From an optimization exercise on the open Yosys and OpenROAD flow, aimed at small area, a short achievable clock period and few clock cycles per item; shortcuts taken in it are not production practice. Function was checked by simulation only, so behaviour that the tests miss may differ from the original. Power is estimated from default activity; no workload was simulated.

==> job 2795 <==
Design postfix_expression_evaluator, start of the top module:
module postfix_expression_evaluator #(
	parameter int STACK_DEPTH = pee_pkg::DEFAULT_STACK_DEPTH
) (
	input  wire logic        clk,
	input  wire logic        arst_n,
	input  wire logic        s_axis_tvalid,
	output logic             s_axis_tready,
	input  wire logic [7:0]  s_axis_tdata,    
	input  wire logic        s_axis_tlast,    
	output logic             m_axis_tvalid,
	input  wire logic        m_axis_tready,
	output logic [31:0]      m_axis_tdata,    
	output logic [1:0]       m_axis_tuser     
);
	localparam int MEM_N = STACK_DEPTH - 2;
	localparam int DEPTH_W = $clog2(STACK_DEPTH + 1);
	localparam int IDX_W = $clog2(MEM_N);
	localparam int W = pee_pkg::WORD_W;
	localparam int SYMB = 10;   
	logic h_v, s_v;
	logic [SYMB-1:0] h_q, s_q, in_dec;
	logic push, take;
	logic in_last, in_dig, in_add, in_sub, in_mul, in_div, in_oth, in_as;
	logic [3:0] in_val;
	assign in_dec = {s_axis_tlast,
		(s_axis_tdata >= pee_pkg::SYM_ZERO) && (s_axis_tdata <= pee_pkg::SYM_NINE),
		s_axis_tdata == pee_pkg::SYM_PLUS,
		s_axis_tdata == pee_pkg::SYM_MINUS,
		s_axis_tdata == pee_pkg::SYM_TIMES,
		s_axis_tdata == pee_pkg::SYM_SLASH,
		s_axis_tdata[3:0]};
	assign s_axis_tready = !s_v;
	assign push = s_axis_tvalid && !s_v;
	assign {in_last, in_dig, in_add, in_sub, in_mul, in_div, in_val} = h_q;
	assign in_oth = !(in_dig || in_add || in_sub || in_mul || in_div);
	assign in_as = in_add || in_sub;
	always_ff @(posedge clk or negedge arst_n) begin
		if (!arst_n) begin
			h_v <= 1'b0;
			s_v <= 1'b0;
		end else if (take) begin
			h_v <= s_v || push;
			s_v <= 1'b0;
		end else if (push) begin
			h_v <= 1'b1;
			s_v <= h_v;
		end
	end
	always_ff @(posedge clk) begin
		if (take) begin
			h_q <= s_v ? s_q : in_dec;
		end else if (push && !h_v) begin
			h_q <= in_dec;
		end
		if (push && h_v && !take) begin
			s_q <= in_dec;
		end
	end
	logic st_clear, st_idle, st_pop2, st_mul, st_divb, st_div1, st_div2, st_divf;
	logic [W-1:0] t_q, n_q, w_q;
	logic [W-1:0] mem [MEM_N];
	logic [DEPTH_W-1:0] d_q;
	logic [4:0] cnt_q;
  ...
Settings: LEC_CHECK=0, ABC_CLOCK_PERIOD_IN_PS=3000, CAP_MARGIN=20, CORE_MARGIN=2, CORE_UTILIZATION=55, SETUP_SLACK_MARGIN=5, SLEW_MARGIN=20; clock period 10.0 ns.
run.sh (not shown) runs the stock make flow with config.mk's settings and CLKGATE_MAP_FILE= SYNTH_SCRIPT=/design/flow/synth_recipe.tcl, a recipe that flattens the netlist after the stock synthesis.
==> job 1454 (differences from job 2795) <==
--- a/flow/design.v
+++ b/flow/design.v
@@ -55,49 +55,49 @@
 		end else if (take) begin
 			h_v <= s_v || push;
 			s_v <= 1'b0;
 		end else if (push) begin
 			h_v <= 1'b1;
 			s_v <= h_v;
 		end
 	end
+	logic [SYMB-1:0] h_nx;
+	assign h_nx = take ? (s_v ? s_q : in_dec) : (h_v ? h_q : in_dec);
 	always_ff @(posedge clk) begin
-		if (take) begin
-			h_q <= s_v ? s_q : in_dec;
-		end else if (push && !h_v) begin
-			h_q <= in_dec;
-		end
+		h_q <= h_nx;
 		if (push && h_v && !take) begin
 			s_q <= in_dec;
 		end
 	end
 	logic st_clear, st_idle, st_pop2, st_mul, st_divb, st_div1, st_div2, st_divf;
 	logic [W-1:0] t_q, n_q, w_q;
 	logic [W-1:0] mem [MEM_N];
 	logic [DEPTH_W-1:0] d_q;
 	logic [4:0] cnt_q;
-	logic prev_q, neg_q, cur_last_q, dz_q, ov_q, outp_q;
+	logic neg_q, cur_last_q, dz_q, ov_q, outp_q;
 	logic [W-1:0] popv;
 	logic pop_ones;
 	logic [DEPTH_W-1:0] d_binop, d_pop;
 	logic full, ge2, ge3;
 	logic [IDX_W-1:0] rd_idx, wr_idx;
 	assign full = (d_q == DEPTH_W'(STACK_DEPTH));
 	assign ge2 = (d_q >= DEPTH_W'(2));
 	assign ge3 = (d_q >= DEPTH_W'(3));
 	assign rd_idx = IDX_W'(d_q - DEPTH_W'(3));
 	assign wr_idx = IDX_W'(d_q - DEPTH_W'(2));
-	assign popv = mem[rd_idx] | {W{pop_ones}};
+	always_comb begin
+		popv = {W{pop_ones}};
+		for (int i = 0; i < MEM_N; i++) begin
+			popv = popv | ({W{rd_idx == IDX_W'(i)}} & mem[i]);
+		end
+	end
 	assign d_binop = ge2 ? (d_q - DEPTH_W'(1)) : DEPTH_W'(1);
 	assign d_pop = (d_q != '0) ? (d_q - DEPTH_W'(1)) : '0;
-	logic b_one, b_two, b_neg, mul_done;
-	assign b_one = t_q[0] ^ prev_q;
-	assign b_two = (t_q[1] & !t_q[0] & !prev_q) | (!t_q[1] & t_q[0] & prev_q);
-	assign b_neg = t_q[1] & !(t_q[0] & prev_q);
+	logic mul_done;
 	assign mul_done = (&t_q[W-1:1]) || !(|t_q[W-1:1]);
 	logic b_small, a_small, a_zero, div_fast;
 	logic [4:0] mb, ma, q5;
 	logic [5:0] sdiv6;
 	assign b_small = (&n_q[W-1:4]) || !(|n_q[W-1:4]);
 	assign a_small = (&t_q[W-1:4]) || !(|t_q[W-1:4]);
 	assign a_zero = (t_q == '0);
 	assign div_fast = a_zero || b_small;
@@ -278,26 +278,41 @@
 		| (sd_key == 10'd449)
 		| (sd_key == 10'd481)
 		| (sd_key == 10'd514);
 	assign q5[4] = (sd_key == 10'd513);
 	assign sdiv6 = !a_small ? 6'd0 : (n_q[W-1] ^ t_q[W-1]) ? (6'd0 - {1'b0, q5}) : {1'b0, q5};
 	logic xs_n, xs_w, ys_t, ys_n, ys_n2, inv;
 	logic [W-1:0] x_op, y_op, sum;
 	logic cout;
-	assign xs_n = st_idle && in_as;
-	assign xs_w = st_mul || st_div1 || st_div2;
-	assign ys_t = (st_idle && in_as) || st_divb || st_divf;
-	assign ys_n = (st_idle && ((in_mul && t_q[0]) || in_div)) || (st_mul && b_one) || st_div2;
-	assign ys_n2 = (st_idle && in_mul && t_q[1] && !t_q[0]) || (st_mul && b_two) || st_div1;
-	assign inv = (st_idle && (in_sub || (in_mul && t_q[1]) || (in_div && n_q[W-1])))
-		|| (st_mul && b_neg) || (st_divb && t_q[W-1]) || st_div1 || st_div2 || (st_divf && neg_q);
 	assign x_op = ({W{xs_n}} & n_q) | ({W{xs_w}} & w_q);
 	assign y_op = ({W{ys_t}} & t_q) | ({W{ys_n}} & n_q) | ({W{ys_n2}} & {n_q[W-2:0], 1'b0});
-	assign {cout, sum} = {1'b0, x_op} + {1'b0, y_op ^ {W{inv}}} + {{W{1'b0}}, inv};
+	logic [W-1:0] y_x, pg_p, pg_g;
+	logic [W:0] kg [0:6];
+	logic [W:0] kp [0:6];
+	assign y_x = y_op ^ {W{inv}};
+	assign pg_p = x_op ^ y_x;
+	assign pg_g = x_op & y_x;
+	always_comb begin
+		kg[0] = {pg_g, inv};
+		kp[0] = {pg_p, 1'b0};
+		for (int l = 0; l < 6; l++) begin
+			for (int i = 0; i <= W; i++) begin
+				if (i >= (1 << l)) begin
+					kg[l+1][i] = kg[l][i] | (kp[l][i] & kg[l][i - (1 << l)]);
+					kp[l+1][i] = kp[l][i] & kp[l][i - (1 << l)];
+				end else begin
+					kg[l+1][i] = kg[l][i];
+					kp[l+1][i] = kp[l][i];
+				end
+			end
+		end
+	end
+	assign sum = pg_p ^ kg[6][W-1:0];
+	assign cout = kg[6][W];
 	logic pend, go, taken, p_dig, g_dig, g_push, g_bin, g_mstep, g_dslow, g_oth;
 	logic m_fin, m_step, d_ok, en, fin, last_now, clr;
 	assign pend = st_idle && outp_q;
 	assign go = st_idle && h_v && !outp_q;
 	assign taken = outp_q && m_axis_tready;
 	assign p_dig = pend && h_v && in_dig;
 	assign take = go || (p_dig && m_axis_tready);
 	assign g_dig = go && in_dig;
@@ -309,35 +324,70 @@
 	assign m_fin = st_mul && mul_done;
 	assign m_step = st_mul && !mul_done;
 	assign d_ok = !n_q[W-1] && cout;
 	assign clr = st_clear || (pend && !p_dig);
 	assign en = !pend || m_axis_tready;
 	assign fin = p_dig || g_dig || g_bin || st_pop2 || m_fin || st_divf;
 	assign last_now = st_idle ? in_last : cur_last_q;
 	logic ts_sum, ts_n, ts_sh, ts_q, ts_sm, ts_hold;
-	logic ns_t, ns_pop, ns_sum, ns_l2, ns_l1, ns_r1, ns_hold;
+	logic ns_t, ns_pop, ns_l2, ns_l1, ns_r1, ns_hold;
 	logic w_en;
 	logic [5:0] s6;
-	assign ts_sum = (go && (in_as || (in_mul && mul_done))) || m_fin || st_divf;
+	assign ts_sum = (go && (in_as || (in_mul && mul_done))) || g_dslow || m_fin || st_divf;
 	assign ts_n = g_oth || st_pop2;
 	assign ts_sh = g_mstep || m_step;
 	assign ts_q = st_div2;
 	assign ts_sm = clr || p_dig || g_push || (go && in_div && div_fast) || st_divb;
 	assign ts_hold = !(ts_sum || ts_n || ts_sh || ts_q || ts_sm);
 	assign s6 = clr ? 6'h3F : (st_idle && in_dig) ? {2'b00, in_val} : (st_idle && in_div) ? sdiv6 : 6'd0;
-	assign ns_t = g_push;
+	assign ns_t = g_push || st_divb;
 	assign ns_pop = clr || p_dig || g_bin || g_oth || st_pop2 || m_fin || st_divf;
-	assign ns_sum = st_divb;
-	assign ns_l2 = g_mstep || m_step;
-	assign ns_l1 = st_div1 && d_ok;
+		assign ns_l2 = g_mstep || m_step;
+	assign ns_l1 = st_div1 && !n_q[W-1];
 	assign ns_r1 = st_div2;
-	assign ns_hold = !(ns_t || ns_pop || ns_sum || ns_l2 || ns_l1 || ns_r1);
+	assign ns_hold = !(ns_t || ns_pop || ns_l2 || ns_l1 || ns_r1);
 	assign pop_ones = !ge3 || clr || p_dig;
-	assign w_en = g_mstep || m_step || g_dslow || (st_div2 && cout);
+	assign w_en = g_mstep || m_step || st_divb || st_div2;
+	logic nst_idle, nst_pop2, nst_mul, nst_divb, nst_div1, nst_div2, nst_divf;
+	assign nst_idle = st_clear || (st_idle && !(g_mstep || g_dslow || g_oth)) || st_pop2 || m_fin || st_divf;
+	assign nst_pop2 = g_oth;
+	assign nst_mul = g_mstep || m_step;
+	assign nst_divb = g_dslow;
+	assign nst_div1 = st_divb || (st_div1 && d_ok);
+	assign nst_div2 = (st_div1 && !d_ok) || (st_div2 && (cnt_q != 5'd0));
+	assign nst_divf = st_div2 && (cnt_q == 5'd0);
+	logic [W-1:0] t_oth, t_nx, n_nx;
+	assign t_oth = ({W{ts_n}} & n_q)
+		| ({W{ts_sh}} & {{2{t_q[W-1]}}, t_q[W-1:2]})
+		| ({W{ts_q}} & {t_q[W-2:0], cout})
+		| ({W{ts_sm && en}} & {{(W-6){s6[5]}}, s6})
+		| ({W{ts_hold || !en}} & t_q);
+	assign t_nx = ts_sum ? sum : t_oth;
+	assign n_nx = ({W{ns_t}} & t_q)
+		| ({W{ns_pop && en}} & popv)
+		| ({W{ns_l2}} & {n_q[W-3:0], 2'b00})
+		| ({W{ns_l1}} & {n_q[W-2:0], 1'b0})
+		| ({W{ns_r1}} & {1'b0, n_q[W-1:1]})
+		| ({W{ns_hold || !en}} & n_q);
+	logic nh_add, nh_sub, nh_mul, nh_div, nh_as;
+	assign {nh_add, nh_sub, nh_mul, nh_div} = h_nx[7:4];
+	assign nh_as = nh_add || nh_sub;
+	always_ff @(posedge clk) begin
+		xs_n <= nst_idle && nh_as;
+		xs_w <= nst_mul || nst_div1 || nst_div2;
+		ys_t <= (nst_idle && (nh_as || nh_div)) || nst_divf;
+		ys_n <= (nst_idle && nh_mul && t_nx[0]) || (nst_mul && (t_q[2] ^ t_q[1])) || nst_divb || nst_div2;
+		ys_n2 <= (nst_idle && nh_mul && t_nx[1] && !t_nx[0])
+			|| (nst_mul && ((t_q[3] && !t_q[2] && !t_q[1]) || (!t_q[3] && t_q[2] && t_q[1])))
+			|| nst_div1;
+		inv <= (nst_idle && (nh_sub || (nh_mul && t_nx[1]) || (nh_div && t_nx[W-1])))
+			|| (nst_mul && t_q[3] && !(t_q[2] && t_q[1]))
+			|| (nst_divb && n_q[W-1]) || nst_div1 || (nst_div2 && (st_div1 || cout)) || (nst_divf && neg_q);
+	end
 	logic [DEPTH_W-1:0] d_d;
 	always_comb begin
 		d_d = d_q;
 		if (clr) begin
 			d_d = '0;
 		end else if (p_dig) begin
 			d_d = DEPTH_W'(1);
 		end else if (g_push) begin
@@ -359,23 +409,23 @@
 			st_div2 <= 1'b0;
 			st_divf <= 1'b0;
 			d_q <= '0;
 			dz_q <= 1'b0;
 			ov_q <= 1'b0;
 			outp_q <= 1'b0;
 		end else begin
 			st_clear <= 1'b0;
-			st_idle <= st_clear || (st_idle && !(g_mstep || g_dslow || g_oth)) || st_pop2 || m_fin || st_divf;
-			st_pop2 <= g_oth;
-			st_mul <= g_mstep || m_step;
-			st_divb <= g_dslow;
-			st_div1 <= st_divb || (st_div1 && d_ok);
-			st_div2 <= (st_div1 && !d_ok) || (st_div2 && (cnt_q != 5'd1));
-			st_divf <= st_div2 && (cnt_q == 5'd1);
+			st_idle <= nst_idle;
+			st_pop2 <= nst_pop2;
+			st_mul <= nst_mul;
+			st_divb <= nst_divb;
+			st_div1 <= nst_div1;
+			st_div2 <= nst_div2;
+			st_divf <= nst_divf;
 			if (en) begin
 				d_q <= d_d;
 			end
 			if (st_clear || taken) begin
 				dz_q <= 1'b0;
 				ov_q <= 1'b0;
 			end else begin
 				dz_q <= dz_q || (go && in_div && a_zero);
@@ -384,44 +434,28 @@
 			if (fin && last_now && en) begin
 				outp_q <= 1'b1;
 			end else if (m_axis_tready) begin
 				outp_q <= 1'b0;
 			end
 		end
 	end
 	always_ff @(posedge clk) begin
-		if (en) begin
-			t_q <= ({W{ts_sum}} & sum)
-				| ({W{ts_n}} & n_q)
-				| ({W{ts_sh}} & {{2{t_q[W-1]}}, t_q[W-1:2]})
-				| ({W{ts_q}} & {t_q[W-2:0], cout})
-				| ({W{ts_sm}} & {{(W-6){s6[5]}}, s6})
-				| ({W{ts_hold}} & t_q);
-			n_q <= ({W{ns_t}} & t_q)
-				| ({W{ns_pop}} & popv)
-				| ({W{ns_sum}} & sum)
-				| ({W{ns_l2}} & {n_q[W-3:0], 2'b00})
-				| ({W{ns_l1}} & {n_q[W-2:0], 1'b0})
-				| ({W{ns_r1}} & {1'b0, n_q[W-1:1]})
-				| ({W{ns_hold}} & n_q);
-		end
+		t_q <= t_nx;
+		n_q <= n_nx;
 		if (w_en) begin
 			w_q <= sum;
 		end
 		if (st_divb) begin
 			cnt_q <= '0;
-		end else if (st_div1) begin
+		end else if (st_div1 && !n_q[W-1]) begin
 			cnt_q <= cnt_q + 5'd1;
 		end else if (st_div2) begin
 			cnt_q <= cnt_q - 5'd1;
 		end
-		if (g_mstep || m_step) begin
-			prev_q <= t_q[1];
-		end
 		if (g_dslow) begin
 			neg_q <= t_q[W-1] ^ n_q[W-1];
 		end
 		if (take) begin
 			cur_last_q <= in_last;
 		end
 		if (g_push && ge2) begin
 			mem[wr_idx] <= n_q;
==> flow/flow/run.sh (new file) <==
#!/bin/bash
set -euo pipefail
bash standard.sh SETUP_SLACK_MARGIN=6.4 finish > standard_flow.log 2>&1
==> flow/standard.sh (new file) <==
#!/bin/bash
# synth_recipe.tcl (not shown) runs the flow's synth.tcl, then flattens the netlist and writes it again
# the make line also repeats each setting of config.mk as NAME=value (left out here)
make -C /OpenROAD-flow-scripts/flow DESIGN_CONFIG=/design/flow/config.mk WORK_HOME=/design/flow/orfs CLKGATE_MAP_FILE= SYNTH_SCRIPT=/design/flow/synth_recipe.tcl "${@:-finish}"
- CAP_MARGIN: 20 -> 35
- CTS_BUF_LIST: not set -> sky130_fd_sc_hd__clkbuf_8
- CTS_CLUSTER_DIAMETER: not set -> 50
- CTS_CLUSTER_SIZE: not set -> 16
- SETUP_SLACK_MARGIN: 5 -> not set
- SLEW_MARGIN: 20 -> 35
removed: flow/run.sh
==> qor summary <==
Hold Path Cell Cnt: job 2795 1; job 1454 0
Seq. cell area: job 2795 17,600 µm²; job 1454 17,200 µm²
Number of standard cells in the layout, taps in and fillers out: job 2795 2,943; job 1454 2,959
Final core occ: job 2795 64.1%; job 1454 63.4%
Die W: job 2795 236 µm; job 1454 227 µm
Slew margin rel.: job 2795 25.0%; job 1454 40.2%
Power per cell area: job 2795 187 nW/µm²; job 1454 212 nW/µm²
NumNets Final: job 2795 2,269; job 1454 2,328
Status: job 2795 finished clean; job 1454 finished clean
Total power: job 2795 6.32 mW; job 1454 6.59 mW
Number of distinct standard cells referenced by the synthesized netlist: job 2795 88; job 1454 99
Fraction of registers with async set or reset after synthesis: job 2795 3.05%; job 1454 3.03%
Number of gates resized after cts: job 2795 30; job 1454 160
Required time reported for the critical path endpoint: job 2795 10.38 ns; job 1454 8.00 ns
Number of register bits inferred by synthesis: job 2795 590; job 1454 595
Number of enable-type register cells in the synthesized netlist: job 2795 567; job 1454 498
Worst flop-to-flop path startpoint: job 2795 t_q[0]; job 1454 n_q[2]
Number of buffers outside the clock class in the layout: job 2795 155; job 1454 184
HP Start: job 2795 ov_q; job 1454 h_q[9]
Clock network power share: job 2795 37.0%; job 1454 23.7%
Initial core utilization: job 2795 55.9%; job 1454 55.8%
Testbench counts of job 2795, summed over its fixed seeds: cycles 20,242, items 1,920.
Testbench counts of job 1454, summed over its fixed seeds: cycles 20,352, items 1,920.

[static timing again, ports no longer ideal]
The flow's constraints put no driver on any port. The routed layouts listed below were extracted and timed again, unchanged, in two steps.
Step 1 sets driving cells, clkbuf_16 on the clock port and buf_2 on the other inputs (assumed; they add their load-dependent delay and slew).
Step 2 adds t to the input delays and takes it off the output delays; t is the mean of the earliest and latest rising clock arrival at the registers after step 1. Input paths then give back, and output paths get back, about the clock's delay inside the block.
Three values: ideal, step 1, step 2; two values: the first two.
run	t, ns	slack for setup (ns)	hold WS [ns]	worst data-port slew with drivers (ns)	pins driven straight from the clock port
job 2795	0.689	5.102 / 5.102 / 5.102	0.490 / 0.490 / 0.490	0.04	1
job 1454	0.736	6.434 / 6.381 / 5.780	0.463 / 0.463 / 0.463	0.03	1
After both steps every run listed still meets setup and hold. For job 1454, which loses most, drivers alone change the setup slack by -0.053 ns; drivers and shift together by -0.654 ns.
